This is an optimization exercise on Yosys and OpenROAD, whose aim is small area, not a production implementation.
Function was checked by simulation only, so behaviour that the tests miss may differ from the original.
Power and IR drop assume default switching activity.

$ cat flow/flow/run.sh
#!/bin/bash
set -euo pipefail
export CTS_ARGS="-sink_clustering_enable -repair_clock_nets -sink_clustering_size 20 -sink_clustering_max_diameter 50 -buf_list sky130_fd_sc_hd__clkbuf_8 -dont_use_dummy_load"
export BUFFER_PORTS_ARGS="-buffer_cell sky130_fd_sc_hd__buf_1"
bash standard.sh > standard_flow.log 2>&1
$ cat flow/standard.sh
#!/bin/bash
# synth_recipe.tcl (not shown) runs the flow's synth.tcl, then flattens the netlist and writes it again
# the make line also repeats each setting of config.mk as NAME=value (left out here)
make -C /OpenROAD-flow-scripts/flow DESIGN_CONFIG=/design/flow/config.mk WORK_HOME=/design/flow/orfs CLKGATE_MAP_FILE= SYNTH_SCRIPT=/design/flow/synth_recipe.tcl "${@:-finish}"
$ cat flow/config.mk
export PLATFORM = sky130hd
export DESIGN_NAME = pc_crtc_top
export DESIGN_NICKNAME = pc_crtc_top
export VERILOG_FILES = /design/flow/design.v
export SDC_FILE = /design/flow/constraint.sdc
export NUM_CORES = 4
export LEC_CHECK = 0
export CAP_MARGIN = 20
export CORE_MARGIN = 2
export CORE_UTILIZATION = 75
export SLEW_MARGIN = 20
$ cat flow/constraint.sdc
create_clock -name core_clock -period 4.5 [get_ports {I_CLK}]
set_input_delay 0.9000 -clock core_clock [delete_from_list [all_inputs] [get_ports {I_CLK}]]
set_output_delay 0.9000 -clock core_clock [all_outputs]
set_load 0.01 [all_outputs]
$ cat flow/design.v
package crtc_pkg;
   typedef logic [9:0]  hpos_t;
   typedef logic [9:0]  vpos_t;
   typedef logic [6:0]  col_t;
   typedef logic [3:0]  cline_t;
   typedef logic [4:0]  crow_t;
   typedef logic [14:0] vram_adr_t;
   typedef struct packed {
      logic   width80;
      cline_t lpc;
      col_t   xcurs;
      crow_t  ycurs;
   } crtc_cfg_t;
   typedef struct packed {
      hpos_t  hcnt;
      vpos_t  vcnt;
      logic   hdisp;
      logic   vdisp;
      logic   hsync;
      logic   vsync;
      cline_t cline;
      crow_t  crow;
      logic   line_end;
      logic   row_end;
      logic   frame_end;
   } beam_t;
   typedef struct packed {
      logic       we;
      col_t       adr;
      logic [7:0] data;
   } rowbuf_wr_t;
   typedef struct packed {
      logic dot;
      logic hsync;
      logic vsync;
   } pix_t;
endpackage
`timescale 1ns/1ns
module pc_crtc_top (
   input  logic                I_CLK,
   input  logic                I_RST,
   input  logic                port30_we,
   input  logic                crtc_we,
   input  logic                adr,
   input  logic [7:0]          data,
   input  logic [7:0]          ram_data,
   input  logic                busack,
   output crtc_pkg::vram_adr_t ram_adr,
   output logic                busreq,
   output logic [3:0]          vga_r,
   output logic [3:0]          vga_g,
   output logic [3:0]          vga_b,
   output logic                vga_hs,
   output logic                vga_vs
);
   logic       p30_we_q;
   logic       crtc_we_q;
   logic       busack_q;
   logic       adr_q;
   logic [7:0] data_q;
   logic [7:0] rdata;
   always_ff @(posedge I_CLK or posedge I_RST) begin
      if (I_RST) begin
         p30_we_q  <= 1'b0;
         crtc_we_q <= 1'b0;
         busack_q  <= 1'b0;
      end else begin
         p30_we_q  <= port30_we;
         crtc_we_q <= crtc_we;
         busack_q  <= busack;
      end
   end
   always_ff @(posedge I_CLK) begin
      adr_q  <= adr;
      data_q <= data;
      rdata  <= ram_data;
   end
   logic       cmd_we;
   logic       par_we;
   logic [2:0] seq_q;
   logic       width80;
   logic [3:0] lpc;
   logic [6:0] xcurs;
   logic [4:0] ycurs;
   assign cmd_we = crtc_we_q && adr_q;
   assign par_we = crtc_we_q && !adr_q;
   always_ff @(posedge I_CLK or posedge I_RST) begin
      if (I_RST) begin
         seq_q   <= 3'd0;
         width80 <= 1'b0;
         lpc     <= 4'd9;
         xcurs   <= 7'd0;
         ycurs   <= 5'd0;
      end else begin
         if (p30_we_q)
            width80 <= data_q[0];
         if (cmd_we) begin
            if (data_q == 8'h00)
               seq_q <= 3'd5;
            if (data_q == 8'h80)
               ycurs <= 5'd31;
            if (data_q == 8'h81)
               seq_q <= 3'd7;
         end
         if (par_we) begin
            if (seq_q == 3'd3)
               lpc <= data_q[3:0];
            if (seq_q == 3'd7)
               xcurs <= data_q[6:0];
            if (seq_q == 3'd6)
               ycurs <= data_q[4:0];
            if (seq_q != 3'd0)
               seq_q <= (seq_q == 3'd6) ? 3'd0 : seq_q - 3'd1;
         end
      end
   end
   logic [9:0] hcnt_q;
   logic [9:0] vcnt_q;
   logic [3:0] cline_q;
   logic [4:0] crow_q;
   logic       line_end;
   logic       row_end;
   logic       frame_end;
   logic       hdisp;
   logic       vdisp;
   always_ff @(posedge I_CLK or posedge I_RST) begin
      if (I_RST) begin
         hcnt_q <= '0;
         vcnt_q <= '0;
      end else if (hcnt_q == 10'd800 - 10'd1) begin
         hcnt_q <= '0;
         vcnt_q <= (vcnt_q == 10'd525 - 10'd1) ? '0 : vcnt_q + 10'd1;
      end else begin
         hcnt_q <= hcnt_q + 10'd1;
      end
   end
   assign line_end  = (hcnt_q == 10'd640 - 10'd1);
   assign frame_end = line_end && (vcnt_q == 10'd525 - 10'd1);
   assign row_end   = line_end && vcnt_q[0] && (cline_q == lpc);
   assign hdisp     = (hcnt_q < 10'd640);
   assign vdisp     = (vcnt_q < 10'd400);
   always_ff @(posedge I_CLK or posedge I_RST) begin
      if (I_RST) begin
         cline_q <= '0;
         crow_q  <= '0;
      end else begin
         if (frame_end || row_end)
            cline_q <= '0;
         else if (line_end && vcnt_q[0])
            cline_q <= cline_q + 4'd1;
         if (frame_end)
            crow_q <= '0;
         else if (row_end)
            crow_q <= crow_q + 5'd1;
      end
   end
   logic [11:0] base_q;
   logic [6:0]  count_q;
   logic        xfer;
   assign xfer = busreq && busack_q;
   always_ff @(posedge I_CLK or posedge I_RST) begin
      if (I_RST) begin
         busreq  <= 1'b0;
         count_q <= '0;
         base_q  <= 12'(15'h7300 >> 3);
      end else if (frame_end) begin
         busreq  <= 1'b1;
         count_q <= '0;
         base_q  <= 12'(15'h7300 >> 3);
      end else if (row_end) begin
         busreq  <= 1'b1;
         count_q <= '0;
         base_q  <= base_q + 12'(15'd120 >> 3);
      end else if (xfer) begin
         count_q <= count_q + 7'd1;
         if (count_q == 7'd80 - 7'd1)
            busreq <= 1'b0;
      end
   end
   assign ram_adr = {base_q + {8'd0, count_q[6:3]}, count_q[2:0]};
   logic [4:1]      p_v;
   logic [4:1][6:0] p_col;
   logic [7:0]      rdata_d1;
   logic [7:0]      rdata_d2;
   logic [4:1]      hit;
   logic            ins_v;
   logic [4:0]      ins_g;
   logic [7:0]      wd;
   always_ff @(posedge I_CLK or posedge I_RST) begin
      if (I_RST)
         p_v <= '0;
      else
         p_v <= {p_v[3:1], xfer};
   end
   always_ff @(posedge I_CLK) begin
      p_col    <= {p_col[3:1], count_q};
      rdata_d1 <= rdata;
      rdata_d2 <= rdata_d1;
   end
   for (genvar a = 1; a <= 4; a++) begin : g_hit
      assign hit[a] = p_v[a] && (p_col[a][1:0] == hcnt_q[1:0]);
   end
   always_comb begin
      ins_v = |hit;
      ins_g = 5'd0;
      wd    = 8'd0;
      for (int a = 1; a <= 4; a++) begin
         ins_g = ins_g | ({5{hit[a]}} & p_col[a][6:2]);
      end
      wd = ({8{hit[1]}} & ram_data) | ({8{hit[2]}} & rdata) |
           ({8{hit[3]}} & rdata_d1) | ({8{hit[4]}} & rdata_d2);
   end
   logic [19:0][7:0] rs0;
   logic [19:0][7:0] rs1;
   logic [19:0][7:0] rs2;
   logic [19:0][7:0] rs3;
   for (genvar g = 0; g < 20; g++) begin : g_ring
      always_ff @(posedge I_CLK) begin
         rs3[g] <= (ins_v && ins_g == 5'(g)) ? wd : rs0[g];
         rs2[g] <= rs3[g];
         rs1[g] <= rs2[g];
         rs0[g] <= rs1[g];
      end
   end
   logic [6:0] col_q;
   logic [7:0] xbyte;
   logic [1:0] nib_sel;
   logic [2:0] rd_ph;
   logic       rd_take;
   logic       rd_snoop;
   logic       rd_l;
   logic       rd_r;
   assign xbyte    = rs3[col_q[6:2]];
   assign nib_sel  = cline_q[2:1];
   assign rd_ph    = {1'b0, col_q[1:0]} + 3'd1;
   assign rd_take  = (hcnt_q[2:0] == rd_ph);
   assign rd_snoop = (hcnt_q[2:0] > rd_ph) && (hcnt_q[2:0] <= 3'd4) &&
                     p_v[2] && (p_col[2] == col_q);
   always_ff @(posedge I_CLK) begin
      if (rd_take) begin
         rd_l <= xbyte[{1'b0, nib_sel}];
         rd_r <= xbyte[{1'b1, nib_sel}];
      end else if (rd_snoop) begin
         rd_l <= rdata[{1'b0, nib_sel}];
         rd_r <= rdata[{1'b1, nib_sel}];
      end
   end
   logic       load;
   logic       shift_en;
   logic       show;
   logic       dot_a;
   logic       dot_b;
   logic [1:0] dot_n;
   logic       curs_q;
   logic       pix_dot;
   assign load     = (hcnt_q[2:0] == 3'd6) && (width80 || !hcnt_q[3]);
   assign shift_en = width80 || !hcnt_q[0];
   assign show     = hdisp && vdisp;
   always_ff @(posedge I_CLK or posedge I_RST) begin
      if (I_RST)
         col_q <= '0;
      else if (line_end)
         col_q <= '0;
      else if (load && hdisp)
         col_q <= col_q + 7'd1;
   end
   always_ff @(posedge I_CLK or posedge I_RST) begin
      if (I_RST) begin
         dot_a  <= 1'b0;
         dot_b  <= 1'b0;
         dot_n  <= 2'd0;
         curs_q <= 1'b0;
      end else if (load) begin
         dot_a  <= show && !cline_q[3] && rd_l;
         dot_b  <= show && !cline_q[3] && rd_r;
         dot_n  <= 2'd0;
         curs_q <= show && (col_q == xcurs) && (crow_q == ycurs);
      end else if (shift_en) begin
         dot_n <= dot_n + 2'd1;
         if (dot_n == 2'd3) begin
            dot_a <= dot_b;
            dot_b <= 1'b0;
         end
      end
   end
   logic lum_q;
   logic started;
   logic hd8;
   logic vs_low;
   assign hd8 = (hcnt_q >= 10'd8) && (hcnt_q < 10'd640 + 10'd8);
   always_ff @(posedge I_CLK or posedge I_RST) begin
      if (I_RST) begin
         pix_dot <= 1'b0;
         lum_q   <= 1'b0;
         started <= 1'b0;
      end else begin
         pix_dot <= dot_a ^ curs_q;
         lum_q   <= pix_dot && hd8 && vdisp;
         if (hcnt_q == 10'd8)
            started <= 1'b1;
      end
   end
   assign vga_r = {4{lum_q}};
   assign vga_g = {4{lum_q}};
   assign vga_b = {4{lum_q}};
   assign vs_low = (hcnt_q >= 10'd9) ?
                   (vcnt_q == 10'd490 || vcnt_q == 10'd490 + 10'd1) :
                   (vcnt_q == 10'd490 + 10'd1 || vcnt_q == 10'd492);
   assign vga_hs = started &&
                   !(hcnt_q >= 10'd656 + 10'd9 && hcnt_q < 10'd752 + 10'd9);
   assign vga_vs = started && !vs_low;
endmodule
==> out/results.md, run 1 <==
| Item | Reported | Unit |
|:---|:---|:---|
| Post-synthesis area per instance | 13.96 | um^2 |
| Clock insertion delay at the later pin of the skew report | 620 | ps |
| Average routed wire per standard cell | 20.81 | um |
| Cells taking the most area after synthesis | sky130_fd_sc_hd__dfxtp_1 61%, sky130_fd_sc_hd__dfrtp_1 9.1%, sky130_fd_sc_hd__mux2_2 8.2% | - |
| CP Data Arrival Time | 4320 | ps |
| Crit share post-route | 84.69 | % |
| Number of global-route vias before repair | 12277 | - |
| Number of buffers added to fix hold violations after cts | 0 | - |
| Overall die width | 179.5 | um |
| Slowest cell delay on critical path | 810 | ps |
| Starting utilization of the core area | 75.90 | % |
| Worst Max-Slew Pin Slew | 1143 | ps |
| Sequential-to-total area share from yosys stat | 70.92 | % |
| Global route total overflow | 0 | - |
| Area of the placeable core | 30430 | um^2 |
| Clk slew on worst S/H paths | 110 | ps |
| Num Clock Sinks | 794 | - |
| Most common cell type on the critical path | sky130_fd_sc_hd__or4_1 | - |
| Non-Filler Cell Area, Final | 24190 | um^2 |
| Startpoint-to-endpoint class of the critical path | flop to flop | - |
| Largest net degree at the start of global routing | 58 | - |
| R2R Path Start | hcnt_q[0] | - |
| Total clock buffers created by CTS | 49 | - |
| Count of final hold-check violations | 0 | - |
| IR Drop Worst-Case VDD | 0.0003547 | V |
| Layout-stage area growth over the synthesis result | 4.740 | % |
| Leakage power figure | 9.994 | nW |
| Dpl hpwl | 28810 | um |
| Final nets | 1735 | - |
| Predominant post-synthesis flop cell | sky130_fd_sc_hd__dfxtp_1 | - |
| Longest Clk Path Bufs | 3 | - |
| Multi-input gate area | 6260 | um^2 |
| Required arrival time at the worst endpoint | 5000 | ps |
| Total Negative Setup Slacks | 0 | ps |
| Via count | 11805 | - |
| Source of the critical timing path | hcnt_q[0] | - |
| Vias/cell | 5.665 | - |
| Clk_skew | 73.00 | ps |
| Detailed-router iteration count before antenna repair | 5 | - |
| Number of standard cells in the layout, taps in and fillers out | 2084 | - |
| Clock tree from TritonCTS | yes | - |
| Number of distinct library cell variants in the gate-level netlist after synthesis | 63 | - |
| Min-Delay Path Class | flop to flop | - |
| Total wire length | 43370 | um |
| Source of the worst hold timing path | rs2[48] | - |
| Height of the die | 179.5 | um |
| Result of the run | timing/DRC/antenna clean | - |
| Worst Hold Slack | 271.8 | ps |
| Top-area cell type share of the netlist area | 60.76 | % |
| H-tree level count | 2 | - |
| Combined flip-flop and latch cell area | 16380 | um^2 |
| Minimum clock period | 3811 | ps |
| Number of synthesized register bits | 794 | - |
| All-layer global routing usage | 27.09 | % |
| Die area | 32210 | um^2 |
| Layout fillers | 1810 | - |
| I/O pin count | 52 | - |
| Synth Net Count | 1700 | - |
| Largest delay share family, worst path | simple AND/OR/NAND/NOR gates | - |
| Wire length of the first global-routing pass | 68160 | um |
| Unrepaired setup endpoints after global routing | no | - |
| Placed cell area | 23510 | um^2 |
| Number of synthesized flops with an enable pin | 2 | - |
| Critical path endpoint category | flop | - |
| Placement row count | 64 | - |
| Ys async rst share | 11.46 | % |
| Final ANT Viol Nets | 0 | - |
| Highest Clock Rate | 262.4 | MHz |
| Number of DRC violations after detailed routing | 0 | - |
| Count of endpoints failing setup in the final report | 0 | - |
| Chain of cells forming the critical path | xor2_1, nor4bb_1, or4_1, nand2b_1, or4_1, mux2_1 | - |
| PwrDens | 452.4 | nW/um^2 |
| Cell count after synthesis | 1654 | - |
| Library cell contributing the largest single delay on the critical path | sky130_fd_sc_hd__or4_1 | - |
| Setup Fix Bufs, Post-CTS | 0 | - |
| Element type at the critical path start | flop | - |
| Maximum fanout along the worst path | 12 | - |
| Count of buffering cells on the critical path with inverters included | 0 | - |
| DR iter-0 viols | 824 | - |
| Number of placed instances, taps included | 2034 | - |
| Slew Viols, Final | 0 | - |
| Fraction of final layout cells sized beyond drive strength 1 | 16.66 | % |
| Number of max-capacitance violations reported | 0 | - |
| Cell chosen for the clock root | sky130_fd_sc_hd__clkbuf_8 | - |
| Placer's final routability congestion estimate | 0.8107 | - |
| Antenna violations before repair | 0 | - |
| Quantity of I/O buffers inserted on ports | 51 | - |
| Worst-case headroom to the max-slew limit | 23.62 | % |
| Synthesis Warnings | 1 | - |
| Cell taking the most area after synthesis | sky130_fd_sc_hd__dfxtp_1 | - |
| CTS resizes | 0 | - |
| Post-Synthesis Cell Area | 23090 | um^2 |
[state kept, by name, summed over array words and instances (netlist names), 5 cells and up]
register and cells:
base_q 12, rs3 160, col_q 7, rs0 160, rs2 160, rdata 8
xcurs 7, data_q 8, vcnt_q 10, rs1 160, crow_q 5, count_q 7
rdata_d1 8, rdata_d2 8, ycurs 5, hcnt_q 10, p_col 28
[worst paths after layout]
path,depth (start not counted),endpoint,slack [ps]
max in group asynchronous,3,count_q[1],3000
worst max-delay path,6,rs3[144],690
min in group asynchronous,2,col_q[4],320
worst min-delay path,0,rs1[48],270
worst min register to register,0,rs1[48],270
worst max register to register,6,rs3[144],690
[report_power, final]
part / switching [mW] / internal, mW / leakage (nW)
Clock: 1.92 / 0.983 / 0.352
Sequential: 0.189 / 7.17 / 6.94
Combinational: 0.357 / 0.319 / 2.70
[cell families (layout without fill, tap and decap cells)]
group,Yosys count,after routing,share of synthesized area [%]
multiplexers,233,233,12.61
flip-flops,794,794,70.92
AND/OR/NAND/NOR,289,289,6.431
XOR/XNOR,82,82,3.110
AO/OA/AOI/OAI,128,128,3.592
buffers and inverters,104,137,1.999
other,0,1,0
adder cells (fa/ha/maj),24,24,1.333
[placed cells by master, fill, tap and decap left out, types with 5 or more instances in the layout]
master	Yosys	final
sky130_fd_sc_hd__a211oi_1	9	9
sky130_fd_sc_hd__a21oi_1	30	30
sky130_fd_sc_hd__a22oi_1	18	18
sky130_fd_sc_hd__a31oi_1	6	6
sky130_fd_sc_hd__and2_1	6	6
sky130_fd_sc_hd__and3_1	7	7
sky130_fd_sc_hd__buf_1	6	51
sky130_fd_sc_hd__buf_4	17	11
sky130_fd_sc_hd__clkbuf_8	0	49
sky130_fd_sc_hd__dfrtp_1	84	82
sky130_fd_sc_hd__dfstp_2	7	7
sky130_fd_sc_hd__dfxtp_1	701	701
sky130_fd_sc_hd__ha_1	23	23
sky130_fd_sc_hd__inv_1	25	24
sky130_fd_sc_hd__mux2_1	16	16
sky130_fd_sc_hd__mux2_2	168	168
sky130_fd_sc_hd__mux2i_1	21	21
sky130_fd_sc_hd__mux4_2	28	28
sky130_fd_sc_hd__nand2_1	69	69
sky130_fd_sc_hd__nand2b_1	6	6
sky130_fd_sc_hd__nand3_1	26	26
sky130_fd_sc_hd__nand4_1	18	18
sky130_fd_sc_hd__nor2_1	65	65
sky130_fd_sc_hd__nor2b_1	15	15
sky130_fd_sc_hd__nor3_1	20	20
sky130_fd_sc_hd__nor3b_1	6	5
sky130_fd_sc_hd__nor4_1	11	11
sky130_fd_sc_hd__nor4bb_1	8	8
sky130_fd_sc_hd__o21ai_0	27	27
sky130_fd_sc_hd__o22a_1	5	5
sky130_fd_sc_hd__or3_1	9	9
sky130_fd_sc_hd__or4_1	8	8
sky130_fd_sc_hd__xnor2_1	34	34
sky130_fd_sc_hd__xor2_1	48	48
[cells in the mapped netlist, types with 17 or more instances]
cell type	count
sky130_fd_sc_hd__a21oi_1	30
sky130_fd_sc_hd__a22oi_1	18
sky130_fd_sc_hd__buf_4	17
sky130_fd_sc_hd__clkbuf_1	49
sky130_fd_sc_hd__dfrtp_1	84
sky130_fd_sc_hd__dfxtp_1	701
sky130_fd_sc_hd__ha_1	23
sky130_fd_sc_hd__inv_1	25
sky130_fd_sc_hd__mux2_2	168
sky130_fd_sc_hd__mux2i_1	21
sky130_fd_sc_hd__mux4_2	28
sky130_fd_sc_hd__nand2_1	69
sky130_fd_sc_hd__nand3_1	26
sky130_fd_sc_hd__nand4_1	18
sky130_fd_sc_hd__nor2_1	65
sky130_fd_sc_hd__nor3_1	20
sky130_fd_sc_hd__o21ai_0	27
sky130_fd_sc_hd__xnor2_1	34
sky130_fd_sc_hd__xor2_1	48
[final cells by class]
class / instances / area share [%]
Timing Repair Buffer: 62 / 1.133
Multi-Input combinational cell: 756 / 25.88
Antenna cell: 1 / 0.01035
Inverter: 26 / 0.4086
Sequential cell: 794 / 67.73
Tap cell: 396 / 2.048
Clock buffer: 49 / 2.788
[per-layer routing]
layer  wire length [um]  vias to the layer above  part of all wire, %  global-route usage, %
li1                   -                     5653                    -                      -
met1              19720                     5803                   45                  37.06
met2              20590                      264                   47                  44.89
met3               1888                       85                  4.4                  4.538
met4               1166                        0                  2.7                  8.325
met5                  0                        -                    0                      0
[per-stage QoR]
| step | util (%) | setup slack [ps] | total power [mW] |
|---|---|---|---|
| 3_5_place_dp | 77.25 | 705.8 | 8.201 |
| 6_report | 79.49 | 688.9 | 10.94 |
| 5_1_grt | 79.49 | 452.1 | 11.33 |
| 3_3_place_gp | 77.25 | 713.5 | 8.169 |
| 2_1_floorplan | - | 1248 | 8.044 |
| 4_1_cts | 79.46 | 724.6 | 11.00 |
==> run 2: changes to the inputs <==
--- a/flow/config.mk
+++ b/flow/config.mk
@@ -7,5 +7,5 @@
 export LEC_CHECK = 0
 export CAP_MARGIN = 20
 export CORE_MARGIN = 2
-export CORE_UTILIZATION = 75
+export CORE_UTILIZATION = 60
 export SLEW_MARGIN = 20
==> run 2 against run 1 <==
Effect of this change:
- register-to-register slack improved by 70 ps
- sequential cell count did not move
- sequential power barely moved
- critical path depth rose by 1
- still clean on timing, DRC and antenna
- worst hold slack got worse by 53 ps
- clock power rose by 4%
- die area rose by 24%
- synthesized cell count did not move
- via count fell by 0.94%
- area after synthesis did not move
- critical endpoint is now vga_vs
==> out/results.md, run 2 <==
| Item | Reported | Unit | Change |
|:---|:---|:---|:---|
| Largest net degree at the start of global routing | 37 | - | -36% |
| IR Drop Worst-Case VDD | 0.0003100 | V | -13% |
| PwrDens | 452.7 | nW/um^2 | about the same |
| Area of the placeable core | 37760 | um^2 | +24% |
| Num Clock Sinks | 794 | - | unchanged |
| Clk_skew | 72.18 | ps | -0.8177 ps |
| Cell taking the most area after synthesis | sky130_fd_sc_hd__dfxtp_1 | - |  |
| Most common library cell in the layout ignoring fill and taps | sky130_fd_sc_hd__dfxtp_1 | - |  |
| Worst Hold Slack | 218.9 | ps | -52.90 ps |
| Count of endpoints failing setup in the final report | 0 | - | unchanged |
| Global route total overflow | 0 | - | unchanged |
| Placement row count | 71 | - | +11% |
| Synthesis Warnings | 1 | - | unchanged |
| Count of buffering cells on the critical path with inverters included | 1 | - | +1 |
| Highest metal layer used by the detailed router | met4 | - |  |
| CTS resizes | 0 | - | unchanged |
| DR iter-0 viols | 587 | - | -29% |
| Via count | 11694 | - | -0.94% |
| Number of antenna cells inserted | 0 | - | -1 |
| Ys async rst share | 11.46 | % | unchanged |
| Total Negative Setup Slacks | 0 | ps | unchanged |
| Detailed-router iteration count before antenna repair | 5 | - | unchanged |
| Count of final hold-check violations | 0 | - | unchanged |
| Worst-case headroom to the max-slew limit | 29.00 | % | +5.4 points |
| Number of placed instances, taps included | 2157 | - | +6.0% |
| Cell count after synthesis | 1654 | - | unchanged |
| Cells taking the most area after synthesis | sky130_fd_sc_hd__dfxtp_1 61%, sky130_fd_sc_hd__dfrtp_1 9.1%, sky130_fd_sc_hd__mux2_2 8.2% | - |  |
| Number of distinct library cell variants in the gate-level netlist after synthesis | 63 | - | unchanged |
| Clock tree from TritonCTS | yes | - |  |
| Length of routed met3 wiring | 1580 | um | -16% |
| Maximum fanout along the worst path | 9 | - | -3 |
| Critical path endpoint category | output port | - |  |
| Placer's final routability congestion estimate | 0.8140 | - | +0.41% |
| Sequential-to-total area share from yosys stat | 70.92 | % | unchanged |
| Number of standard cells in the layout, taps in and fillers out | 2210 | - | +6.0% |
| Final ANT Viol Nets | 0 | - | unchanged |
| Element type at the critical path start | flop | - |  |
| Cell chosen for the clock root | sky130_fd_sc_hd__clkbuf_8 | - |  |
| Post-synthesis area per instance | 13.96 | um^2 | unchanged |
| Setup Fix Bufs, Post-CTS | 0 | - | unchanged |
| Non-Filler Cell Area, Final | 24440 | um^2 | +1.1% |
| Most instantiated library cell after synthesis | sky130_fd_sc_hd__dfxtp_1 | - |  |
| Result of the run | timing/DRC/antenna clean | - |  |
| Worst Max-Slew Pin Slew | 1062 | ps | -80.53 ps |
| Starting utilization of the core area | 61.17 | % | -15 points |
| Clock insertion delay at the later pin of the skew report | 670 | ps | +50 ps |
| Placed cell area | 23710 | um^2 | +0.89% |
| Number of global-route vias before repair | 11824 | - | -3.7% |
| Number of synthesized flops with an enable pin | 2 | - | unchanged |
| Unrepaired setup endpoints after global routing | no | - |  |
| Slowest cell delay on critical path | 590 | ps | -220 ps |
| Crit share post-route | 86.67 | % | +2.0 points |
| CP Data Arrival Time | 3000 | ps | -1320 ps |
| Most used cells in the layout excluding fill and tap cells | 701 x sky130_fd_sc_hd__dfxtp_1, 168 x sky130_fd_sc_hd__mux2_2, 83 x sky130_fd_sc_hd__dfrtp_1 | - |  |
| Clk slew on worst S/H paths | 100 | ps | about the same |
| Most common cell type on the critical path | sky130_fd_sc_hd__a21boi_0 | - |  |
| Chain of cells forming the critical path | or2_2, nor4_1, a21oi_1, a21boi_0, o21ai_0, a21boi_0, buf_1 | - |  |
| Number of max-capacitance violations reported | 0 | - | unchanged |
| Vias/cell | 5.291 | - | -6.6% |
| Slew Viols, Final | 0 | - | unchanged |
| Die area | 40080 | um^2 | +24% |
| Overall die width | 200.2 | um | +12% |
| Predominant post-synthesis flop cell | sky130_fd_sc_hd__dfxtp_1 | - |  |
| I/O pin count | 52 | - | unchanged |
| Highest Clock Rate | 256.4 | MHz | -2.3% |
| Required arrival time at the worst endpoint | 3600 | ps | -1400 ps |
| Library cell contributing the largest single delay on the critical path | sky130_fd_sc_hd__nor4_1 | - |  |
| Number of synthesized register bits | 794 | - | unchanged |
| Height of the die | 200.2 | um | +12% |
| Number of buffers added to fix hold violations after cts | 0 | - | unchanged |
| Startpoint-to-endpoint class of the critical path | flop to output port | - |  |
| H-tree level count | 2 | - | unchanged |
| Leakage power figure | 10.07 | nW | +0.73% |
| Total clock buffers created by CTS | 52 | - | +6.1% |
| Met2 wirelength from detailed routing | 20630 | um | +0.18% |
| Top-area cell type share of the netlist area | 60.76 | % | unchanged |
| Dpl hpwl | 29020 | um | +0.73% |
| Min-Delay Path Class | input port to async pin | - |  |
| Average routed wire per standard cell | 20.08 | um | -3.5% |
| List of most frequent post-synthesis cells | 701 x sky130_fd_sc_hd__dfxtp_1, 168 x sky130_fd_sc_hd__mux2_2, 84 x sky130_fd_sc_hd__dfrtp_1 | - |  |
| Antenna violations before repair | 0 | - | unchanged |
| Final nets | 1747 | - | +0.69% |
| All-layer global routing usage | 22.65 | % | -4.4 points |
| Fraction of final layout cells sized beyond drive strength 1 | 17.19 | % | +0.53 points |
| Synth Net Count | 1700 | - | unchanged |
| Longest Clk Path Bufs | 3 | - | unchanged |
| Minimum clock period | 3900 | ps | +88.99 ps |
| Post-Synthesis Cell Area | 23090 | um^2 | unchanged |
| Total wire length | 44370 | um | +2.3% |
| Largest delay share family, worst path | simple AND/OR/NAND/NOR gates | - |  |
| Detailed-route wire length on metal 1 | 21330 | um | +8.1% |
| Layout-stage area growth over the synthesis result | 5.846 | % |  |
| Quantity of I/O buffers inserted on ports | 51 | - | unchanged |
| Wire length of the first global-routing pass | 69810 | um | +2.4% |
| Number of DRC violations after detailed routing | 0 | - | unchanged |
run 2: final cells by class:
cell class,count,area (um^2)
Clock buffer,52,715.7
Fill cell,2835,13310
Inverter,26,98.84
Multi-Input combinational cell,756,6259
Sequential cell,794,16380
Tap cell,511,639.4
Timing Repair Buffer,71,349.1
run 2: power breakdown:
| part | switching, mW | internal (mW) | total, mW |
|---|---|---|---|
| clock network | 2.00 | 1.04 | 3.03 |
| registers | 0.205 | 7.17 | 7.37 |
| logic | 0.337 | 0.321 | 0.658 |
run 2: through the flow:
stage,util (%),total power [mW],worst slack (ps)
detailed placement,62.81,8.211,747.8
finish,64.75,11.07,599.9
floorplan,-,8.044,1248
global placement,62.80,8.196,784.8
global route,64.75,11.50,361.3
CTS,64.71,11.17,498.7
run 2: final timing paths:
kind                       cells past startpoint  slack [ps]      start    endpoint
setup reg to reg                               6         760  hcnt_q[1]    rs3[144]
min in group core_clock                        0         290    rs1[32]     rs0[32]
setup / recovery                               7         600  hcnt_q[7]      vga_vs
max in group asynchronous                      3        3370      I_RST  base_q[11]
hold reg to reg                                0         290    rs1[32]     rs0[32]
hold / removal                                 2         220      I_RST      curs_q
run 2: logic make-up after synthesis:
family / count (synthesis) / synth area share, %
DFF: 794 / 70.92
and+or+nand+nor: 289 / 6.431
muxes: 233 / 12.61
AOI/OAI and AO/OA: 128 / 3.592
buffers and inverters: 104 / 1.999
xor gates and xnor gates: 82 / 3.110
adders and majority gates: 24 / 1.333
run 2: layer usage:
metal / vias to the layer above / track usage [%]
li1: 5687 / -
met1: 5732 / 31.87
met2: 217 / 37.07
met3: 58 / 2.978
met4: 0 / 6.343
met5: - / 0
==> run 3: changes to the inputs <==
--- a/flow/design.v
+++ b/flow/design.v
@@ -63,14 +63,13 @@
       if (I_RST) begin
          p30_we_q  <= 1'b0;
          crtc_we_q <= 1'b0;
-         busack_q  <= 1'b0;
       end else begin
          p30_we_q  <= port30_we;
          crtc_we_q <= crtc_we;
-         busack_q  <= busack;
       end
    end
    always_ff @(posedge I_CLK) begin
+      busack_q <= busack;
       adr_q  <= adr;
       data_q <= data;
       rdata  <= ram_data;
@@ -186,13 +185,8 @@
    logic            ins_v;
    logic [4:0]      ins_g;
    logic [7:0]      wd;
-   always_ff @(posedge I_CLK or posedge I_RST) begin
-      if (I_RST)
-         p_v <= '0;
-      else
-         p_v <= {p_v[3:1], xfer};
-   end
    always_ff @(posedge I_CLK) begin
+      p_v      <= {p_v[3:1], xfer};
       p_col    <= {p_col[3:1], count_q};
       rdata_d1 <= rdata;
       rdata_d2 <= rdata_d1;
@@ -256,21 +250,14 @@
    assign load     = (hcnt_q[2:0] == 3'd6) && (width80 || !hcnt_q[3]);
    assign shift_en = width80 || !hcnt_q[0];
    assign show     = hdisp && vdisp;
-   always_ff @(posedge I_CLK or posedge I_RST) begin
-      if (I_RST)
-         col_q <= '0;
-      else if (line_end)
+   always_ff @(posedge I_CLK) begin
+      if (line_end)
          col_q <= '0;
       else if (load && hdisp)
          col_q <= col_q + 7'd1;
    end
-   always_ff @(posedge I_CLK or posedge I_RST) begin
-      if (I_RST) begin
-         dot_a  <= 1'b0;
-         dot_b  <= 1'b0;
-         dot_n  <= 2'd0;
-         curs_q <= 1'b0;
-      end else if (load) begin
+   always_ff @(posedge I_CLK) begin
+      if (load) begin
          dot_a  <= show && !cline_q[3] && rd_l;
          dot_b  <= show && !cline_q[3] && rd_r;
          dot_n  <= 2'd0;
@@ -288,13 +275,13 @@
    logic hd8;
    logic vs_low;
    assign hd8 = (hcnt_q >= 10'd8) && (hcnt_q < 10'd640 + 10'd8);
+   always_ff @(posedge I_CLK)
+      pix_dot <= dot_a ^ curs_q;
    always_ff @(posedge I_CLK or posedge I_RST) begin
       if (I_RST) begin
-         pix_dot <= 1'b0;
          lum_q   <= 1'b0;
          started <= 1'b0;
       end else begin
-         pix_dot <= dot_a ^ curs_q;
          lum_q   <= pix_dot && hd8 && vdisp;
          if (hcnt_q == 10'd8)
             started <= 1'b1;
==> flow/flow/run.sh (replaced) <==
#!/bin/bash
set -euo pipefail
export CTS_ARGS="-sink_clustering_enable -repair_clock_nets -sink_clustering_size 20 -sink_clustering_max_diameter 50 -buf_list sky130_fd_sc_hd__clkbuf_8 -dont_use_dummy_load"
export BUFFER_PORTS_ARGS="-buffer_cell sky130_fd_sc_hd__buf_1"
export RECOVER_POWER=100
bash standard.sh > standard_flow.log 2>&1
--- a/flow/config.mk
+++ b/flow/config.mk
@@ -7,5 +7,5 @@
 export LEC_CHECK = 0
 export CAP_MARGIN = 20
 export CORE_MARGIN = 2
-export CORE_UTILIZATION = 60
+export CORE_UTILIZATION = 75
 export SLEW_MARGIN = 20
==> run 3 against run 2 <==
Effect of this change:
- now fails the layout checks on max-capacitance violations, max-slew violations
- sequential share of layout area is 0.062 points higher
- total power is 0.31% lower
- largest cell class unchanged
- maximum frequency is 2.5% lower
- critical path depth is 1 lower
- synthesized cell count is 1.1% lower
==> out/results.md, run 3 <==
| Item | Reported | Unit | Change |
|:---|:---|:---|:---|
| Layout check faults | max-capacitance violations, max-slew violations | - |  |
| Largest delay share family, worst path | simple AND/OR/NAND/NOR gates | - |  |
| IR Drop Worst-Case VDD | 0.0004192 | V | +35% |
| Die area | 32660 | um^2 | -19% |
| Crit share post-route | 88.88 | % | +2.2 points |
| All-layer global routing usage | 25.68 | % | +3.0 points |
| Clock tree from TritonCTS | yes | - |  |
| Most instantiated library cell after synthesis | sky130_fd_sc_hd__dfxtp_1 | - |  |
| Final nets | 1721 | - | -1.5% |
| Placement row count | 64 | - | -9.9% |
| Synth Net Count | 1681 | - | -1.1% |
| Number of DRC violations after detailed routing | 0 | - | unchanged |
| Maximum fanout along the worst path | 11 | - | +2 |
| Number of gates on the worst path with buffers counted | 6 | - | -1 |
| List of most frequent post-synthesis cells | 716 x sky130_fd_sc_hd__dfxtp_1, 149 x sky130_fd_sc_hd__mux2_2, 72 x sky130_fd_sc_hd__nand2_1 | - |  |
| Number of synthesized flops with an enable pin | 5 | - | +3 |
| Critical path endpoint category | flop | - |  |
| Element type at the critical path start | flop | - |  |
| Leakage power figure | 9.986 | nW | -0.81% |
| Cell chosen for the clock root | sky130_fd_sc_hd__clkbuf_8 | - |  |
| R2R Path End | rs3[58] | - |  |
| Count of buffering cells on the critical path with inverters included | 0 | - | -1 |
| Overall die width | 180.7 | um | -9.7% |
| Final core utilization | 79.33 | % | +15 points |
| Source of the critical timing path | hcnt_q[1] | - |  |
| Clock insertion delay at the later pin of the skew report | 640 | ps | -30 ps |
| R2R Path Start | hcnt_q[1] | - |  |
| Count of cells along the worst register-to-register path | 6 | - | unchanged |
| Num Clock Sinks | 794 | - | unchanged |
| Detailed-router iteration count before antenna repair | 5 | - | unchanged |
| Synthesis Warnings | 1 | - | unchanged |
| Min-Delay Path Class | input port to async pin | - |  |
| Starting utilization of the core area | 76.37 | % | +15 points |
| Minimum clock period | 4000 | ps | +99.47 ps |
| Area of the placeable core | 30670 | um^2 | -19% |
| Largest net degree at the start of global routing | 46 | - | +24% |
| Dpl hpwl | 27580 | um | -5.0% |
| Sequential-to-total area share from yosys stat | 69.67 | % | -1.2 points |
| Vias/cell | 5.668 | - | +7.1% |
| Worst-case headroom to the max-slew limit | -24.66 | % | -54 points |
| Cells taking the most area after synthesis | sky130_fd_sc_hd__dfxtp_1 61%, sky130_fd_sc_hd__mux2_2 7.2%, sky130_fd_sc_hd__dfrtp_1 7.1% | - |  |
| Unrepaired setup endpoints after global routing | no | - |  |
| Number of buffers added to fix hold violations after cts | 0 | - | unchanged |
| PwrDens | 453.4 | nW/um^2 | +0.16% |
| Slew Viols, Final | 98 | - | +98 |
| Capture point of the worst path | rs3[58] | - |  |
| Chain of cells forming the critical path | xor2_1, nor3_1, nor4_1, nand2_1, nor3_1, mux2_2 | - |  |
| DR iter-0 viols | 757 | - | +29% |
| Post-route total power | 11.03 | mW | -0.31% |
| Total wire length | 41540 | um | -6.4% |
| Predominant post-synthesis flop cell | sky130_fd_sc_hd__dfxtp_1 | - |  |
| Number of global-route vias before repair | 11841 | - | +0.14% |
| Count of endpoints failing setup in the final report | 0 | - | unchanged |
| Ys async rst share | 9.194 | % | -2.3 points |
| Post-synthesis area per instance | 14.33 | um^2 | +2.6% |
| Antenna violations before repair | 1 | - | +1 |
| Most common library cell in the layout ignoring fill and taps | sky130_fd_sc_hd__dfxtp_1 | - |  |
| Placer's final routability congestion estimate | 0.8465 | - | +4.0% |
| Worst Max-Slew Pin Slew | 1870 | ps | +807.5 ps |
| Result of the run | complete, but fails checks | - |  |
| Startpoint-to-endpoint class of the critical path | flop to flop | - |  |
| Average routed wire per standard cell | 20.08 | um | about the same |
| Clk slew on worst S/H paths | 110 | ps | about the same |
| Top-area cell type share of the netlist area | 61.20 | % | +0.43 points |
| CP Data Arrival Time | 4510 | ps | +1510 ps |
| Layout-stage area growth over the synthesis result | 3.878 | % |  |
| Longest Clk Path Bufs | 3 | - | unchanged |
| Cell taking the most area after synthesis | sky130_fd_sc_hd__dfxtp_1 | - |  |
| Post-Synthesis Cell Area | 23420 | um^2 | +1.4% |
| Total Negative Setup Slacks | 0 | ps | unchanged |
| Number of distinct library cell variants in the gate-level netlist after synthesis | 72 | - | +14% |
| Most common cell type on the critical path | sky130_fd_sc_hd__nor3_1 | - |  |
| Worst reg2reg setup slack | 500 | ps | -260 ps |
| Number of synthesized register bits | 794 | - | unchanged |
| Most used cells in the layout excluding fill and tap cells | 714 x sky130_fd_sc_hd__dfxtp_1, 145 x sky130_fd_sc_hd__mux2_2, 72 x sky130_fd_sc_hd__nand2_1 | - |  |
| I/O pin count | 52 | - | unchanged |
| CTS resizes | 0 | - | unchanged |
| Highest Clock Rate | 250.0 | MHz | -2.5% |
| Cell count after synthesis | 1635 | - | -1.1% |
| Clk_skew | 81.94 | ps | +9.757 ps |
| Count of final hold-check violations | 0 | - | unchanged |
| Fraction of final layout cells sized beyond drive strength 1 | 16.08 | % | -1.1 points |
| Number of max-capacitance violations reported | 8 | - | +8 |
| Wire length of the first global-routing pass | 65320 | um | -6.4% |
| Quantity of I/O buffers inserted on ports | 51 | - | unchanged |
| Height of the die | 180.7 | um | -9.7% |
| Setup Fix Bufs, Post-CTS | 0 | - | unchanged |
| Library cell contributing the largest single delay on the critical path | sky130_fd_sc_hd__nor3_1 | - |  |
| Total clock buffers created by CTS | 51 | - | -1.9% |
| Required arrival time at the worst endpoint | 5010 | ps | +1410 ps |
| Final ANT Viol Nets | 0 | - | unchanged |
| H-tree level count | 2 | - | unchanged |
| Slowest cell delay on critical path | 1280 | ps | +690 ps |
| Global route total overflow | 0 | - | unchanged |
| Number of antenna cells inserted | 0 | - | unchanged |
| Via count | 11727 | - | +0.28% |
-- run 3: worst reg2reg max path, stage by stage (launching register included) --
cell and delay (ps):
sky130_fd_sc_hd__dfrtp_1 800, sky130_fd_sc_hd__xor2_1 490, sky130_fd_sc_hd__nor3_1 150, sky130_fd_sc_hd__nor4_1 550, sky130_fd_sc_hd__nand2_1 220, sky130_fd_sc_hd__nor3_1 1280, sky130_fd_sc_hd__mux2_2 440
-- run 3: routing by layer --
metal / wire, um / up-vias / track usage, %
met2: 18070 / 229 / 38.21
li1: - / 5609 / -
met4: 1327 / 0 / 9.194
met1: 20410 / 5805 / 38.98
met5: 0 / - / 0
met3: 1729 / 84 / 3.628
-- run 3: per-stage QoR --
step                setup slack (ps)  hold WS [ps]  area [um^2]  std cells
floorplan                       1679         309.6        23420       1635
global placement                1121         309.7        23850       2017
detailed placement              1062         312.1        23850       2017
CTS                            566.3         294.0        24550       2068
global route                   209.9         282.4        24330       2069
finish                         500.4         266.6        24330       2069
-- run 3: worst min path at each step --
stage               startpoint        end  slack, ps
floorplan               rs1[0]     rs0[0]        310
global placement       rs1[63]    rs0[63]        310
detailed placement    rs2[151]   rs1[151]        310
CTS                   rs2[149]   rs1[149]        290
global route             I_RST  hcnt_q[9]        280
finish                   I_RST    width80        270
-- run 3: report_power, final --
part	internal, mW	switching [mW]	total [mW]
combinational	0.350	0.336	0.687
sequential	7.19	0.201	7.39
clock	1.02	1.94	2.96
total	8.56	2.48	11.0
-- run 3: area by class of cell --
type                    count  area [um^2]
flip-flops and latches    794        16320
multi-input cells         739         6420
fillers                  1830         6339
clock buffers              51        701.9
well taps                 396        495.5
repair buffers             66        305.3
inverters                  23        86.33
-- run 3: cell families after synthesis --
family | Yosys count | synth area share (%)
compound gates | 106 | 3.098
xor+xnor | 80 | 3.488
fa+ha+maj | 24 | 1.314
buf+inv | 102 | 2.094
flops | 794 | 69.67
mux | 238 | 13.20
simple gates | 291 | 7.132
==> run 4: changes to the inputs <==
==> flow/flow/run.sh (replaced) <==
#!/bin/bash
# The standard layout (standard.sh) with these changes:
#  - synthesis: the standard script, but ABC uses flow/area.abc
#  - CTS: no dummy loads for skew balancing, clkbuf_8 clock buffers in
#    sink clusters of at most 20
#  - port buffers: the smallest buffer cell
set -euo pipefail
here=$(pwd)
export FLOW_SYNTH_TCL="$here/synth_recipe.tcl"
export AREA_ABC_SCRIPT="$here/flow/area.abc"
export CTS_ARGS="-sink_clustering_enable -repair_clock_nets -sink_clustering_size 20 -sink_clustering_max_diameter 50 -buf_list sky130_fd_sc_hd__clkbuf_8 -dont_use_dummy_load"
export BUFFER_PORTS_ARGS="-buffer_cell sky130_fd_sc_hd__buf_1"
bash standard.sh SYNTH_SCRIPT="$here/flow/synth_area.tcl" finish > standard_flow.log 2>&1
==> flow/flow/area.abc (new file) <==
&get -n
&st
&syn4
&dch -f
&nf -R 1000 -p
&st
&syn4
&dch -f
&nf -R 1000 -p
&put
==> flow/flow/synth_area.tcl (new file) <==
# The standard synthesis (synth_recipe.tcl, sourced unchanged) with two
# differences: ABC maps the combinational logic with flow/area.abc, an
# area-recovering script, instead of ORFS's speed script; and the buffers
# on pass-through wires are buf_1 instead of buf_4.  Flip-flops are mapped
# before ABC runs, so the registers are the standard synthesis's.
set ::env(MIN_BUF_CELL_AND_PORTS) "sky130_fd_sc_hd__buf_1 A X"
proc abc {args} {
  set i [lsearch -exact $args -script]
  if {$i >= 0} { lset args [expr {$i + 1}] $::env(AREA_ABC_SCRIPT) }
  yosys abc {*}$args
}
source $::env(FLOW_SYNTH_TCL)
--- a/flow/config.mk
+++ b/flow/config.mk
@@ -7,5 +7,5 @@
 export LEC_CHECK = 0
 export CAP_MARGIN = 20
 export CORE_MARGIN = 2
-export CORE_UTILIZATION = 75
+export CORE_UTILIZATION = 85
 export SLEW_MARGIN = 20
==> run 4 against run 3 <==
Effect of this change:
- the flow now stops in detailed placement (3_5_place_dp)
- area after synthesis down 7.3%
- synthesized cell count up 7.6%
==> out/results.md, run 4 <==
| Item | Reported | Unit | Change |
|:---|:---|:---|:---|
| Result of the run | did not finish | - |  |
| Terminating stage of the flow | detailed placement (3_5_place_dp) | - |  |
| Error that halted the flow | [ERROR DPL-0033] detailed placement checks failed during check placement. | - |  |
| Synth Net Count | 1805 | - | +7.4% |
| Quantity of I/O buffers inserted on ports | 51 | - | unchanged |
| Number of synthesized register bits | 794 | - | unchanged |
| Overall die width | 163.8 | um | -9.3% |
| Most instantiated library cell after synthesis | sky130_fd_sc_hd__dfxtp_1 | - |  |
| Starting utilization of the core area | 86.48 | % | +10 points |
| Predominant post-synthesis flop cell | sky130_fd_sc_hd__dfxtp_1 | - |  |
| Synthesis Warnings | 1 | - | unchanged |
| Placement row count | 58 | - | -9.4% |
| Height of the die | 163.8 | um | -9.3% |
| I/O pin count | 52 | - | unchanged |
| Sequential-to-total area share from yosys stat | 75.15 | % | +5.5 points |
| Number of synthesized flops with an enable pin | 5 | - | unchanged |
| Post-Synthesis Cell Area | 21710 | um^2 | -7.3% |
| Placer's final routability congestion estimate | 0.9835 | - | +16% |
| Number of distinct library cell variants in the gate-level netlist after synthesis | 52 | - | -28% |
| Cell count after synthesis | 1759 | - | +7.6% |
| Dpl hpwl | 37990 | um | +38% |
| Cells taking the most area after synthesis | sky130_fd_sc_hd__dfxtp_1 66%, sky130_fd_sc_hd__dfrtp_1 7.6%, sky130_fd_sc_hd__o21ai_0 3.6% | - |  |
| Cell taking the most area after synthesis | sky130_fd_sc_hd__dfxtp_1 | - |  |
| Post-synthesis area per instance | 12.34 | um^2 | -14% |
| List of most frequent post-synthesis cells | 716 x sky130_fd_sc_hd__dfxtp_1, 194 x sky130_fd_sc_hd__nand2_1, 155 x sky130_fd_sc_hd__o21ai_0 | - |  |
| Ys async rst share | 9.194 | % | unchanged |
| Top-area cell type share of the netlist area | 66.01 | % | +4.8 points |
-- run 4: cell types whose count changed after synthesis, sizes merged, moves of 34 or more --
cell / delta
a21oi: +44
mux2: -167
clkbuf: -43
o22ai: +49
nor2: +52
o21ai: +133
mux4: -34
nand2: +122
-- run 4: power groups by stage --
| stage | logic, mW | clock network (mW) | registers [mW] |
|---|---|---|---|
| global placement | 0.844 | 0 | 7.48 |
| floorplan | 0.648 | 0 | 7.43 |
-- run 4: how the worst max path moves through the flow --
stage | slack, ps | depth (start not counted) | to | start
after global placement | 1270 | 11 | base_q[8] | hcnt_q[0]
after floorplan | 1560 | 10 | base_q[8] | hcnt_q[0]
-- run 4: cells by family after synthesis --
logic type / Yosys count / synth area share, %
XOR/XNOR: 64 / 2.581
buffers and inverters: 41 / 0.7087
multiplexers: 15 / 0.7606
flip-flops: 794 / 75.15
AND/OR/NAND/NOR: 467 / 9.692
AO/OA/AOI/OAI: 354 / 9.686
adder cells (fa/ha/maj): 24 / 1.417
-- run 4: per-stage QoR --
stage / setup slack, ps / cell area, um^2 / hold slack (ps)
3_3_place_gp: 1265 / 22410 / 309.6
2_1_floorplan: 1562 / 21710 / 309.6
==> run 5: changes to the inputs <==
--- a/flow/config.mk
+++ b/flow/config.mk
@@ -7,5 +7,5 @@
 export LEC_CHECK = 0
 export CAP_MARGIN = 20
 export CORE_MARGIN = 2
-export CORE_UTILIZATION = 85
+export CORE_UTILIZATION = 80
 export SLEW_MARGIN = 20
==> run 5 against run 4 <==
Effect of this change:
- the run now finishes clean
- synthesized cell count did not move
- area after synthesis stayed put
==> out/results.md, run 5 <==
| Item | Reported | Unit | Change |
|:---|:---|:---|:---|
| Result of the run | timing/DRC/antenna clean | - |  |
| Highest Clock Rate | 261.6 | MHz |  |
| Worst-case headroom to the max-slew limit | 14.88 | % |  |
| Post-Synthesis Cell Area | 21710 | um^2 | unchanged |
| Number of DRC violations after detailed routing | 0 | - |  |
| Top-area cell type share of the netlist area | 66.01 | % | unchanged |
| CTS resizes | 0 | - |  |
| Height of the die | 168.8 | um | +3.0% |
| Layout-stage area growth over the synthesis result | 6.269 | % |  |
| Cell count after synthesis | 1759 | - | unchanged |
| Wire length of the first global-routing pass | 77180 | um |  |
| Element type at the critical path start | flop | - |  |
| Number of gates on the worst path with buffers counted | 8 | - |  |
| Total Negative Setup Slacks | 0 | ps |  |
| Met2 wirelength from detailed routing | 24040 | um |  |
| Clock tree from TritonCTS | yes | - |  |
| Starting utilization of the core area | 81.02 | % | -5.5 points |
| Synthesis Warnings | 1 | - | unchanged |
| Placer's final routability congestion estimate | 0.8853 | - | -10% |
| Slew Viols, Final | 0 | - |  |
| Leakage power figure | 9.266 | nW |  |
| Overall die width | 168.8 | um | +3.0% |
| Predominant post-synthesis flop cell | sky130_fd_sc_hd__dfxtp_1 | - |  |
| CP Data Arrival Time | 2920 | ps |  |
| Startpoint-to-endpoint class of the critical path | flop to output port | - |  |
| Synth Net Count | 1805 | - | unchanged |
| Worst reg2reg setup slack | 920 | ps |  |
| Cell chosen for the clock root | sky130_fd_sc_hd__clkbuf_8 | - |  |
| Num Clock Sinks | 794 | - |  |
| Number of max-capacitance violations reported | 0 | - |  |
| Most used cells in the layout excluding fill and tap cells | 716 x sky130_fd_sc_hd__dfxtp_1, 194 x sky130_fd_sc_hd__nand2_1, 155 x sky130_fd_sc_hd__o21ai_0 | - |  |
| Min-Delay Path Class | flop to flop | - |  |
| Number of buffers added to fix hold violations after cts | 0 | - |  |
| Antenna violations before repair | 0 | - |  |
| Critical path endpoint category | output port | - |  |
| Worst Max-Slew Pin Slew | 1274 | ps |  |
| Hold Crit Depth | 0 | - |  |
| Longest Clk Path Bufs | 3 | - |  |
| Slowest cell delay on critical path | 480 | ps |  |
| Post-synthesis area per instance | 12.34 | um^2 | unchanged |
| Chain of cells forming the critical path | or3_1, or4_1, a21oi_1, nor2_1, a21oi_1, o22ai_1, a31oi_1, buf_1 | - |  |
| Final ANT Viol Nets | 0 | - |  |
| Number of synthesized flops with an enable pin | 5 | - | unchanged |
| Sequential-to-total area share from yosys stat | 75.15 | % | unchanged |
| Count of endpoints failing setup in the final report | 0 | - |  |
| Cell taking the most area after synthesis | sky130_fd_sc_hd__dfxtp_1 | - |  |
| Length of routed met3 wiring | 3276 | um |  |
| R2R Path Start | hcnt_q[0] | - |  |
| Setup Fix Bufs, Post-CTS | 0 | - |  |
| Number of global-route vias before repair | 14089 | - |  |
| Dpl hpwl | 31750 | um | -16% |
| Total clock buffers created by CTS | 47 | - |  |
| H-tree level count | 2 | - |  |
| Largest delay share family, worst path | simple AND/OR/NAND/NOR gates | - |  |
| Number of distinct library cell variants in the gate-level netlist after synthesis | 52 | - | unchanged |
| Highest metal layer used by the detailed router | met4 | - |  |
| Clock insertion delay at the later pin of the skew report | 620 | ps |  |
| Fraction of final layout cells sized beyond drive strength 1 | 4.082 | % |  |
| Detailed-route wire length on metal 1 | 20140 | um |  |
| PwrDens | 488.2 | nW/um^2 |  |
| Area of the placeable core | 26800 | um^2 |  |
| Clk_skew | 77.71 | ps |  |
| Source of the worst hold timing path | rs2[62] | - |  |
| Average routed wire per standard cell | 22.60 | um |  |
| All-layer global routing usage | 35.39 | % |  |
| IR Drop Worst-Case VDD | 0.0003723 | V |  |
| Most instantiated library cell after synthesis | sky130_fd_sc_hd__dfxtp_1 | - |  |
| Worst Hold Path EP | rs1[62] | - |  |
| Total wire length | 49790 | um |  |
| R2R Path End | rs3[84] | - |  |
| Clk slew on worst S/H paths | 110 | ps |  |
| Minimum clock period | 3823 | ps |  |
| DR iter-0 viols | 1369 | - |  |
| Cells taking the most area after synthesis | sky130_fd_sc_hd__dfxtp_1 66%, sky130_fd_sc_hd__dfrtp_1 7.6%, sky130_fd_sc_hd__o21ai_0 3.6% | - |  |
| Crit share post-route | 84.95 | % |  |
| Unrepaired setup endpoints after global routing | no | - |  |
| Library cell contributing the largest single delay on the critical path | sky130_fd_sc_hd__dfrtp_1 | - |  |
| Count of cells along the worst register-to-register path | 8 | - |  |
| Post-route total power | 11.27 | mW |  |
| Final nets | 1910 | - |  |
| Most common library cell in the layout ignoring fill and taps | sky130_fd_sc_hd__dfxtp_1 | - |  |
| Global route total overflow | 0 | - |  |
| Detailed-router iteration count before antenna repair | 6 | - |  |
| Ys async rst share | 9.194 | % | unchanged |
| Number of synthesized register bits | 794 | - | unchanged |
| I/O pin count | 52 | - | unchanged |
| Vias/cell | 6.176 | - |  |
| Count of final hold-check violations | 0 | - |  |
| Most common cell type on the critical path | sky130_fd_sc_hd__a21oi_1 | - |  |
| Number of antenna cells inserted | 0 | - |  |
| Largest net degree at the start of global routing | 44 | - |  |
| Quantity of I/O buffers inserted on ports | 51 | - | unchanged |
| Maximum fanout along the worst path | 9 | - |  |
| List of most frequent post-synthesis cells | 716 x sky130_fd_sc_hd__dfxtp_1, 194 x sky130_fd_sc_hd__nand2_1, 155 x sky130_fd_sc_hd__o21ai_0 | - |  |
| Count of buffering cells on the critical path with inverters included | 1 | - |  |
| Placement row count | 60 | - | +3.4% |
| Die area | 28480 | um^2 |  |
| Required arrival time at the worst endpoint | 3600 | ps |  |
| Via count | 13605 | - |  |
==> run 5: cell counts after synthesis <==
Identical to the previous run, type by type.
==> run 5: how the worst max path moves through the flow <==
stage | start | endpoint | slack [ps]
after global routing | hcnt_q[5] | vga_vs | 510
after global placement | col_q[2] | rd_r | 1270
after detailed placement | hcnt_q[0] | rs3[17] | 1080
final | hcnt_q[5] | vga_vs | 680
after floorplan | hcnt_q[0] | base_q[8] | 1560
after CTS | hcnt_q[5] | vga_vs | 670
==> run 5: layout make-up <==
cell class / count / area, um^2
timing repair buffer: 71 / 341.6
multi-input combinational: 924 / 5244
tap: 341 / 426.7
clock buffer: 47 / 646.9
fill: 1309 / 3725
sequential: 794 / 16320
inverter: 26 / 97.59
==> run 5: report_power, final <==
group	internal, mW	switching [mW]	leakage [nW]	total [mW]
Clock	0.947	1.96	0.338	2.91
Sequential	7.18	0.141	7.02	7.32
Combinational	0.373	0.665	1.91	1.04
==> run 5: layer usage <==
layer | up-vias | track usage (%)
met1 | 6670 | 45.69
li1 | 6224 | -
met2 | 565 | 59.66
met3 | 146 | 5.518
met5 | - | 0
met4 | 0 | 16.15
==> run 5: logic make-up (layout without fill, tap and decap cells) <==
family          count (synthesis)  count (layout)  share of synthesized area, %
mux                            15              15                        0.7606
buf+inv                        41             144                        0.7087
flops                         794             794                         75.15
xor+xnor                       64              64                         2.581
simple gates                  467             467                         9.692
fa+ha+maj                      24              24                         1.417
compound gates                354             354                         9.686
==> run 5: metrics by stage <==
stage	hold slack, ps	setup WS [ps]	util, %	cell area [um^2]	instances
2_1_floorplan	309.6	1562	-	21710	1759
4_1_cts	296.7	674.0	86.09	23070	2203
5_1_grt	309.0	512.3	86.10	23080	2203
3_3_place_gp	309.5	1270	83.68	22430	2156
3_5_place_dp	312.1	1077	83.68	22430	2156
6_report	299.3	677.2	86.10	23080	2203
==> run 5: worst register-to-register path, cell delays in order, from the launching register on <==
cell and delay [ps]:
sky130_fd_sc_hd__dfrtp_1 620, sky130_fd_sc_hd__xnor2_1 140, sky130_fd_sc_hd__and3_1 390, sky130_fd_sc_hd__a222oi_1 660
sky130_fd_sc_hd__nand2_1 170, sky130_fd_sc_hd__a21oi_1 510, sky130_fd_sc_hd__nand2_1 620, sky130_fd_sc_hd__nand2_1 260
sky130_fd_sc_hd__o21ai_0 120
==> run 6: changes to the inputs <==
--- a/flow/config.mk
+++ b/flow/config.mk
@@ -7,5 +7,5 @@
 export LEC_CHECK = 0
 export CAP_MARGIN = 20
 export CORE_MARGIN = 2
-export CORE_UTILIZATION = 80
+export CORE_UTILIZATION = 75
 export SLEW_MARGIN = 20
==> run 6 against run 5 <==
Effect of this change:
- sequential cell count unchanged
- worst hold slack about the same
- largest cell class unchanged
- setup slack improved by 44 ps
- final cell count rose by 2.0%
- global-route usage down 5.5 points
- critical endpoint unchanged
- clock skew down 9.3 ps
==> out/results.md, run 6 <==
| Item | Reported | Unit | Change |
|:---|:---|:---|:---|
| Result of the run | timing/DRC/antenna clean | - |  |
| Worst reg2reg setup slack | 830 | ps | -90 ps |
| R2R Path Start | col_q[3] | - |  |
| Number of standard cells in the layout, taps in and fillers out | 2247 | - | +2.0% |
| Most common cell type on the critical path | sky130_fd_sc_hd__a21oi_1 | - |  |
| Starting utilization of the core area | 75.86 | % | -5.2 points |
| Startpoint-to-endpoint class of the critical path | flop to output port | - |  |
| Clock insertion delay at the later pin of the skew report | 620 | ps | about the same |
| Number of buffers added to fix hold violations after cts | 0 | - | unchanged |
| Number of DRC violations after detailed routing | 0 | - | unchanged |
| Num Clock Sinks | 794 | - | unchanged |
| Height of the die | 174.2 | um | +3.2% |
| I/O pin count | 52 | - | unchanged |
| Minimum clock period | 3779 | ps | -43.70 ps |
| Synthesis Warnings | 1 | - | unchanged |
| Required arrival time at the worst endpoint | 3600 | ps | about the same |
| List of most frequent post-synthesis cells | 716 x sky130_fd_sc_hd__dfxtp_1, 194 x sky130_fd_sc_hd__nand2_1, 155 x sky130_fd_sc_hd__o21ai_0 | - |  |
| Source of the critical timing path | hcnt_q[5] | - |  |
| PwrDens | 487.2 | nW/um^2 | -0.20% |
| Longest Clk Path Bufs | 3 | - | unchanged |
| Count of final hold-check violations | 0 | - | unchanged |
| Library cell contributing the largest single delay on the critical path | sky130_fd_sc_hd__or4_1 | - |  |
| Number of placed instances, taps included | 2197 | - | +1.9% |
| Largest net degree at the start of global routing | 48 | - | +9.1% |
| Average routed wire per standard cell | 20.06 | um | -11% |
| Highest Clock Rate | 264.6 | MHz | +1.2% |
| Overall die width | 174.2 | um | +3.2% |
| Fraction of final layout cells sized beyond drive strength 1 | 4.455 | % | +0.37 points |
| Crit share post-route | 83.98 | % | -0.97 points |
| Layout-stage area growth over the synthesis result | 6.822 | % |  |
| R2R Path End | rd_l | - |  |
| CTS resizes | 0 | - | unchanged |
| Post-synthesis area per instance | 12.34 | um^2 | unchanged |
| Sequential-to-total area share from yosys stat | 75.15 | % | unchanged |
| Post-Synthesis Cell Area | 21710 | um^2 | unchanged |
| Die area | 30330 | um^2 | +6.5% |
| Cell count after synthesis | 1759 | - | unchanged |
| Global routing usage on met3 | 5.052 | % | -0.47 points |
| Slew Viols, Final | 0 | - | unchanged |
| Cells taking the most area after synthesis | sky130_fd_sc_hd__dfxtp_1 66%, sky130_fd_sc_hd__dfrtp_1 7.6%, sky130_fd_sc_hd__o21ai_0 3.6% | - |  |
| Chain of cells forming the critical path | or3_1, or4_1, a21oi_1, nor2_1, a21oi_1, o22ai_1, a31oi_1, buf_1 | - |  |
| Vias/cell | 5.799 | - | -6.1% |
| Worst Max-Slew Pin Slew | 855.2 | ps | -418.8 ps |
| Wire length of the first global-routing pass | 70450 | um | -8.7% |
| Ys async rst share | 9.194 | % | unchanged |
| Clk slew on worst S/H paths | 120 | ps | about the same |
| Leakage power figure | 9.306 | nW | +0.43% |
| Most common library cell in the layout ignoring fill and taps | sky130_fd_sc_hd__dfxtp_1 | - |  |
| Cell chosen for the clock root | sky130_fd_sc_hd__clkbuf_8 | - |  |
| Total Negative Setup Slacks | 0 | ps | unchanged |
| Count of endpoints failing setup in the final report | 0 | - | unchanged |
| Capture point of the worst path | vga_vs | - |  |
| Synth Net Count | 1805 | - | unchanged |
| Met2 Resource Use GR | 48.21 | % | -11 points |
| Slowest cell delay on critical path | 490 | ps | about the same |
| Final nets | 1911 | - | +0.052% |
| Number of synthesized flops with an enable pin | 5 | - | unchanged |
| Placement row count | 62 | - | +3.3% |
| Top-area cell type share of the netlist area | 66.01 | % | unchanged |
| Setup Fix Bufs, Post-CTS | 0 | - | unchanged |
| All-layer global routing usage | 29.89 | % | -5.5 points |
| Count of cells along the worst register-to-register path | 8 | - | unchanged |
| Count of buffering cells on the critical path with inverters included | 1 | - | unchanged |
| Number of gates on the worst path with buffers counted | 8 | - | unchanged |
| IR Drop Worst-Case VDD | 0.0003491 | V | -6.2% |
| Dpl hpwl | 29610 | um | -6.8% |
| Most used cells in the layout excluding fill and tap cells | 716 x sky130_fd_sc_hd__dfxtp_1, 194 x sky130_fd_sc_hd__nand2_1, 155 x sky130_fd_sc_hd__o21ai_0 | - |  |
| CP Data Arrival Time | 2880 | ps | -40 ps |
| Worst-case headroom to the max-slew limit | 42.99 | % | +28 points |
| Maximum fanout along the worst path | 9 | - | unchanged |
| Area of the placeable core | 28630 | um^2 | +6.8% |
| H-tree level count | 2 | - | unchanged |
| Number of distinct library cell variants in the gate-level netlist after synthesis | 52 | - | unchanged |
| Total wire length | 45070 | um | -9.5% |
| Unrepaired setup endpoints after global routing | no | - |  |
| Antenna violations before repair | 1 | - | +1 |
| Global route total overflow | 0 | - | unchanged |
| Number of synthesized register bits | 794 | - | unchanged |
| Placer's final routability congestion estimate | 0.8550 | - | -3.4% |
| Peak-usage layer in the global routing report | met2 | - |  |
| Clk_skew | 68.41 | ps | -9.296 ps |
| Critical path endpoint category | output port | - |  |
| Cell taking the most area after synthesis | sky130_fd_sc_hd__dfxtp_1 | - |  |
| Most instantiated library cell after synthesis | sky130_fd_sc_hd__dfxtp_1 | - |  |
| DR iter-0 viols | 1145 | - | -16% |
| Min-Delay Path Class | flop to flop | - |  |
| Predominant post-synthesis flop cell | sky130_fd_sc_hd__dfxtp_1 | - |  |
| Detailed-router iteration count before antenna repair | 7 | - | +1 |
| Largest delay share family, worst path | simple AND/OR/NAND/NOR gates | - |  |
| Global routing usage on met1 | 40.91 | % | -4.8 points |
| Number of global-route vias before repair | 12989 | - | -7.8% |
| Element type at the critical path start | flop | - |  |
| Via count | 13031 | - | -4.2% |
| Number of antenna cells inserted | 0 | - | unchanged |
| Clock tree from TritonCTS | yes | - |  |
| Number of max-capacitance violations reported | 0 | - | unchanged |
| Quantity of I/O buffers inserted on ports | 51 | - | unchanged |
| Final ANT Viol Nets | 0 | - | unchanged |
| Total clock buffers created by CTS | 50 | - | +6.4% |
-- run 6: cell count changes in the layout (fill, tap and decap cells not counted), moves of 2 or more --
| cell | before | now |
|---|---|---|
| sky130_fd_sc_hd__a21boi_1 | 8 | 1 |
| sky130_fd_sc_hd__buf_4 | 20 | 18 |
| sky130_fd_sc_hd__clkbuf_8 | 47 | 50 |
| sky130_fd_sc_hd__a21boi_4 | 0 | 2 |
| sky130_fd_sc_hd__a21boi_2 | 0 | 5 |
-- run 6: worst min-delay path by stage --
stage	start	end	depth (start not counted)
after global routing	rs1[139]	rs0[139]	0
after floorplan	rs1[0]	rs0[0]	0
after CTS	rdata_d1[4]	rdata_d2[4]	0
after global placement	rs1[12]	rs0[12]	0
after detailed placement	rs1[100]	rs0[100]	0
final	rdata_d1[4]	rdata_d2[4]	0
-- run 6: report_power, final --
group	leakage (nW)	total [mW]	internal (mW)	switching [mW]
clock	0.359	2.96	1.00	1.96
sequential	7.02	7.33	7.18	0.152
combinational	1.93	1.01	0.376	0.632
-- run 6: layout make-up --
class / instances / area (um^2)
clock buffers: 50 / 688.2
fillers: 1682 / 5429
inverters: 26 / 98.84
multi-input cells: 924 / 5283
well taps: 384 / 480.5
flip-flops and latches: 794 / 16320
repair buffers: 69 / 326.6
-- run 6: metrics by stage --
step / setup slack [ps] / instance area [um^2] / util [%] / power [mW] / hold slack, ps
floorplan: 1562 / 21710 / - / 8.074 / 309.6
global placement: 914.1 / 22490 / 78.57 / 8.441 / 309.7
detailed placement: 940.7 / 22500 / 78.60 / 8.481 / 312.1
CTS: 714.9 / 23190 / 81.00 / 11.31 / 296.6
global route: 590.5 / 23200 / 81.03 / 11.65 / 300.6
finish: 720.9 / 23200 / 81.03 / 11.30 / 299.5
-- run 6: cell families after synthesis --
kind of cell,Yosys count,share of synthesized area (%)
compound gates,354,9.686
xor+xnor,64,2.581
fa+ha+maj,24,1.417
buf+inv,41,0.7087
flops,794,75.15
mux,15,0.7606
simple gates,467,9.692
-- run 6: metal layers --
| metal | part of all wire (%) | vias up |
|---|---|---|
| met5 | 0.027 | - |
| met4 | 3.8 | 2 |
| met3 | 5.7 | 113 |
| met2 | 47 | 414 |
| met1 | 44 | 6269 |
| li1 | - | 6233 |

-- separate check: timing with driven ports --
Ports are ideal in the flow. The routed layouts listed here were re-timed in OpenROAD. Step 1 sets driving cells, clkbuf_16 on the clock port and buf_2 on the other inputs (assumed; they add their load-dependent delay and slew). Step 2 times the ports against the registers' clock, not the clock port: input delays grow and output delays shrink by t, the midpoint of the rising clock arrivals with the driver on. Three values: ideal ports, drivers, drivers and shift; two values: the first two.
| run | t, ns | setup slack, ns | worst data-port slew with drivers (ns) |
|---|---|---|---|
| run 1 | 0.631 | 0.689 / 0.689 / 0.689 | 0.06 |
| run 2 | 0.689 | 0.600 / 0.550 / 0.757 | 0.07 |
| run 3 | 0.647 | 0.500 / 0.500 / 0.424 | 0.04 |
| run 5 | 0.623 | 0.677 / 0.627 / 0.924 | 0.04 |
| run 6 | 0.635 | 0.721 / 0.673 / 0.826 | 0.06 |
The setup slack of run 3, which loses most, moves by 0.000 ns with the drivers and by -0.076 ns with both steps. Setup slack includes reset recovery checks.
